Context: an optimization exercise on an open-source flow, tuned for small area, a short achievable clock period and few clock cycles. The choices shown serve that exercise and are no tape-out recipe. RTL that was checked went through simulation tests only; none was proved equivalent to the original. Power is estimated from default activity; no workload was simulated.

==> flow/design.v <==
package sgd_pkg;
	localparam int COEF_W     = 32;
	localparam int DIGIT_W    = 16;
	localparam int LIDX_W     = 3;
	localparam int BITS_W     = 5;
	localparam int LEVELS_W   = 4;
	localparam int CFG_IDX_W  = 4;
	localparam int CFG_DATA_W = 8;
	localparam logic [CFG_IDX_W-1:0] REG_DIGIT_BITS = 4'd0;
	localparam logic [CFG_IDX_W-1:0] REG_LEVELS     = 4'd1;
endpackage
module signed_gadget_decompose (
	input  logic        clk,
	input  logic        arst_n,
	input  logic        cfg_valid,
	output logic        cfg_ready,
	input  logic [3:0]  cfg_index,
	input  logic [7:0]  cfg_data,
	input  logic        coef_valid,
	output logic        coef_ready,
	input  logic [31:0] coef_coefficient,
	output logic        result_valid,
	input  logic        result_ready,
	output logic signed [15:0] result_digit,
	output logic [2:0]  result_level_index,
	output logic        result_last
);
	logic [3:0]  bm1_q;     
	logic [2:0]  nm1_q;     
	logic        nz_q;      
	logic [31:0] x_q;       
	logic        valid_q;
	logic [2:0]  idx_q;
	logic        zero_q;    
	logic [31:0] kofs;
	logic        last;
	logic        take;
	logic        adv;
	logic        zero_next;
	logic        sgn;
	logic [47:0] wide;
	logic [31:0] sum;
	assign cfg_ready = 1'b1;
	always_ff @(posedge clk or negedge arst_n) begin
		if (!arst_n) begin
			bm1_q <= 4'd9;
			nm1_q <= 3'd1;
			nz_q  <= 1'b0;
		end else if (cfg_valid) begin
			if (cfg_index == sgd_pkg::REG_DIGIT_BITS) begin
				if (cfg_data[4:0] == 5'd0)
					bm1_q <= 4'd0;
				else if (cfg_data[4:0] > 5'd16)
					bm1_q <= 4'd15;
				else
					bm1_q <= 4'(cfg_data[4:0] - 5'd1);
			end else if (cfg_index == sgd_pkg::REG_LEVELS) begin
				nz_q  <= (cfg_data[3:0] == 4'd0);
				nm1_q <= (cfg_data[3:0] > 4'd8) ? 3'd7 : 3'(cfg_data[3:0] - 4'd1);
			end
		end
	end
	always_comb begin
		kofs = '0;
		for (int bv = 1; bv <= 16; bv++) begin
			for (int i = 0; i <= 8; i++) begin
				if (31 - bv * i >= 0) begin
					if (bm1_q == 4'(bv - 1) && (i == 0 || 3'(i - 1) <= nm1_q))
						kofs[31 - bv * i] = 1'b1;
				end
			end
		end
	end
	always_comb begin
		zero_next = 1'b0;
		for (int bv = 5; bv <= 16; bv++) begin
			if (bm1_q == 4'(bv - 1) && idx_q >= 3'(31 / bv))
				zero_next = 1'b1;
		end
	end
	always_comb begin
		logic [31:0] g, pp, gg, pg;
		g  = coef_coefficient & kofs;
		pp = coef_coefficient ^ kofs;
		gg = g;
		pg = pp;
		for (int l = 0; l < 5; l++) begin
			for (int j = 0; j < 32; j++) begin
				if (((j >> l) & 1) == 1) begin
					gg[j] = gg[j] | (pg[j] & gg[((j >> l) << l) - 1]);
					pg[j] = pg[j] & pg[((j >> l) << l) - 1];
				end
			end
		end
		sum[0] = pp[0];
		for (int j = 1; j < 32; j++)
			sum[j] = pp[j] ^ gg[j - 1];
	end
	assign last       = (idx_q == nm1_q);
	assign adv        = valid_q && result_ready;
	assign coef_ready = !valid_q || (result_ready && last);
	assign take       = coef_valid && coef_ready;
	assign sgn  = ~x_q[31];
	assign wide = {{16{sgn}}, sgn, x_q[30:0], 1'b0} << bm1_q;
	always_ff @(posedge clk or negedge arst_n) begin
		if (!arst_n) begin
			valid_q <= 1'b0;
			idx_q   <= 3'd0;
		end else if (take) begin
			valid_q <= !nz_q;
			idx_q   <= 3'd0;
		end else if (adv) begin
			if (last)
				valid_q <= 1'b0;
			idx_q <= idx_q + 3'd1;
		end
	end
	always_ff @(posedge clk) begin
		if (take) begin
			x_q    <= sum;
			zero_q <= 1'b0;
		end else if (adv) begin
			x_q    <= wide[31:0];
			zero_q <= zero_next;
		end
	end
	assign result_digit       = zero_q ? 16'sd0 : $signed(wide[47:32]);
	assign result_valid       = valid_q;
	assign result_level_index = idx_q;
	assign result_last        = last;
endmodule
clock: 7.0 ns
lec_check: 0
abc_clock_period_in_ps: 3500
cap_margin: 20
core_margin: 2
core_utilization: 50
place_density: 0.65
setup_slack_margin: 3.2
slew_margin: 20
tns_end_percent: 0
standard.sh (not shown) runs the stock make flow with config.mk's settings and CLKGATE_MAP_FILE= SYNTH_SCRIPT=/design/flow/synth_recipe.tcl, a recipe that flattens the netlist after the stock synthesis.
==> flow/flow/run.sh <==
#!/bin/bash
set -euo pipefail
cd "$(dirname "$0")/.."
export BUFFER_PORTS_ARGS="-buffer_cell sky130_fd_sc_hd__buf_1"
bash standard.sh > standard_make.log 2>&1
Testbench counts at the start, summed over its fixed seeds: cycles 12,728.
Then changed:
--- a/flow/design.v
+++ b/flow/design.v
@@ -26,13 +26,16 @@
 	output logic        result_last
 );
 	logic [3:0]  bm1_q;     
 	logic [2:0]  nm1_q;     
+	logic [3:0]  bm1x_q;
+	logic [2:0]  nm1x_q;
+	localparam logic [3:0] BM1_RST = 4'd9;
+	localparam logic [2:0] NM1_RST = 3'd1;
 	logic        nz_q;      
 	logic [31:0] x_q;       
 	logic        valid_q;
 	logic [2:0]  idx_q;
-	logic        zero_q;    
 	logic [31:0] kofs;
 	logic        last;
 	logic        take;
 	logic        adv;
@@ -40,24 +43,26 @@
 	logic        sgn;
 	logic [47:0] wide;
 	logic [31:0] sum;
 	assign cfg_ready = 1'b1;
+	assign bm1_q     = bm1x_q ^ BM1_RST;
+	assign nm1_q     = nm1x_q ^ NM1_RST;
 	always_ff @(posedge clk or negedge arst_n) begin
 		if (!arst_n) begin
-			bm1_q <= 4'd9;
-			nm1_q <= 3'd1;
+			bm1x_q <= 4'd0;
+			nm1x_q <= 3'd0;
 			nz_q  <= 1'b0;
 		end else if (cfg_valid) begin
 			if (cfg_index == sgd_pkg::REG_DIGIT_BITS) begin
 				if (cfg_data[4:0] == 5'd0)
-					bm1_q <= 4'd0;
+					bm1x_q <= BM1_RST ^ 4'd0;
 				else if (cfg_data[4:0] > 5'd16)
-					bm1_q <= 4'd15;
+					bm1x_q <= BM1_RST ^ 4'd15;
 				else
-					bm1_q <= 4'(cfg_data[4:0] - 5'd1);
+					bm1x_q <= BM1_RST ^ 4'(cfg_data[4:0] - 5'd1);
 			end else if (cfg_index == sgd_pkg::REG_LEVELS) begin
 				nz_q  <= (cfg_data[3:0] == 4'd0);
-				nm1_q <= (cfg_data[3:0] > 4'd8) ? 3'd7 : 3'(cfg_data[3:0] - 4'd1);
+				nm1x_q <= NM1_RST ^ ((cfg_data[3:0] > 4'd8) ? 3'd7 : 3'(cfg_data[3:0] - 4'd1));
 			end
 		end
 	end
 	always_comb begin
@@ -117,15 +122,13 @@
 	end
 	always_ff @(posedge clk) begin
 		if (take) begin
 			x_q    <= sum;
-			zero_q <= 1'b0;
 		end else if (adv) begin
-			x_q    <= wide[31:0];
-			zero_q <= zero_next;
+			x_q    <= {wide[31] | zero_next, wide[30:0]};
 		end
 	end
-	assign result_digit       = zero_q ? 16'sd0 : $signed(wide[47:32]);
+	assign result_digit       = $signed(wide[47:32]);
 	assign result_valid       = valid_q;
 	assign result_level_index = idx_q;
 	assign result_last        = last;
 endmodule
After rerunning:
- synthesized cell count drops slightly
- hold slack is worse by 0.066 ns
- sequential share of layout area drops by 1.2 points
- sequential power drops by roughly a tenth
- combinational power stays flat
- worst setup slack is worse by 0.032 ns
- routed wire length climbs by roughly a tenth
- via count climbs by a few percent
No functional check of the RTL was part of the second run of this note.

==> separate check: timing with driven ports <==
Ports are ideal in the flow. The routed layouts listed here were re-timed in OpenROAD.
Step 1, drivers: a clkbuf_16 drives clk and a buf_2 each remaining input, both assumed.
Step 2 times the ports against the registers' clock, not the clock port: input delays grow and output delays shrink by t, the midpoint of the rising clock arrivals with the driver on.
a / b / c = ideal ports / drivers / drivers and shift; a / b = the first two.
run | t (ns) | setup WS [ns] | worst setup path after step 2 | pins driven straight from the clock port
the first run | 0.334 | 3.279 / 3.247 / 3.187 | input to register | 1
the second run | 0.342 | 3.247 / 3.247 / 2.974 | input to register | 1
After both steps every run listed still meets setup and hold. For the second run, which loses most, drivers alone change the setup slack by 0.000 ns; drivers and shift together by -0.273 ns.
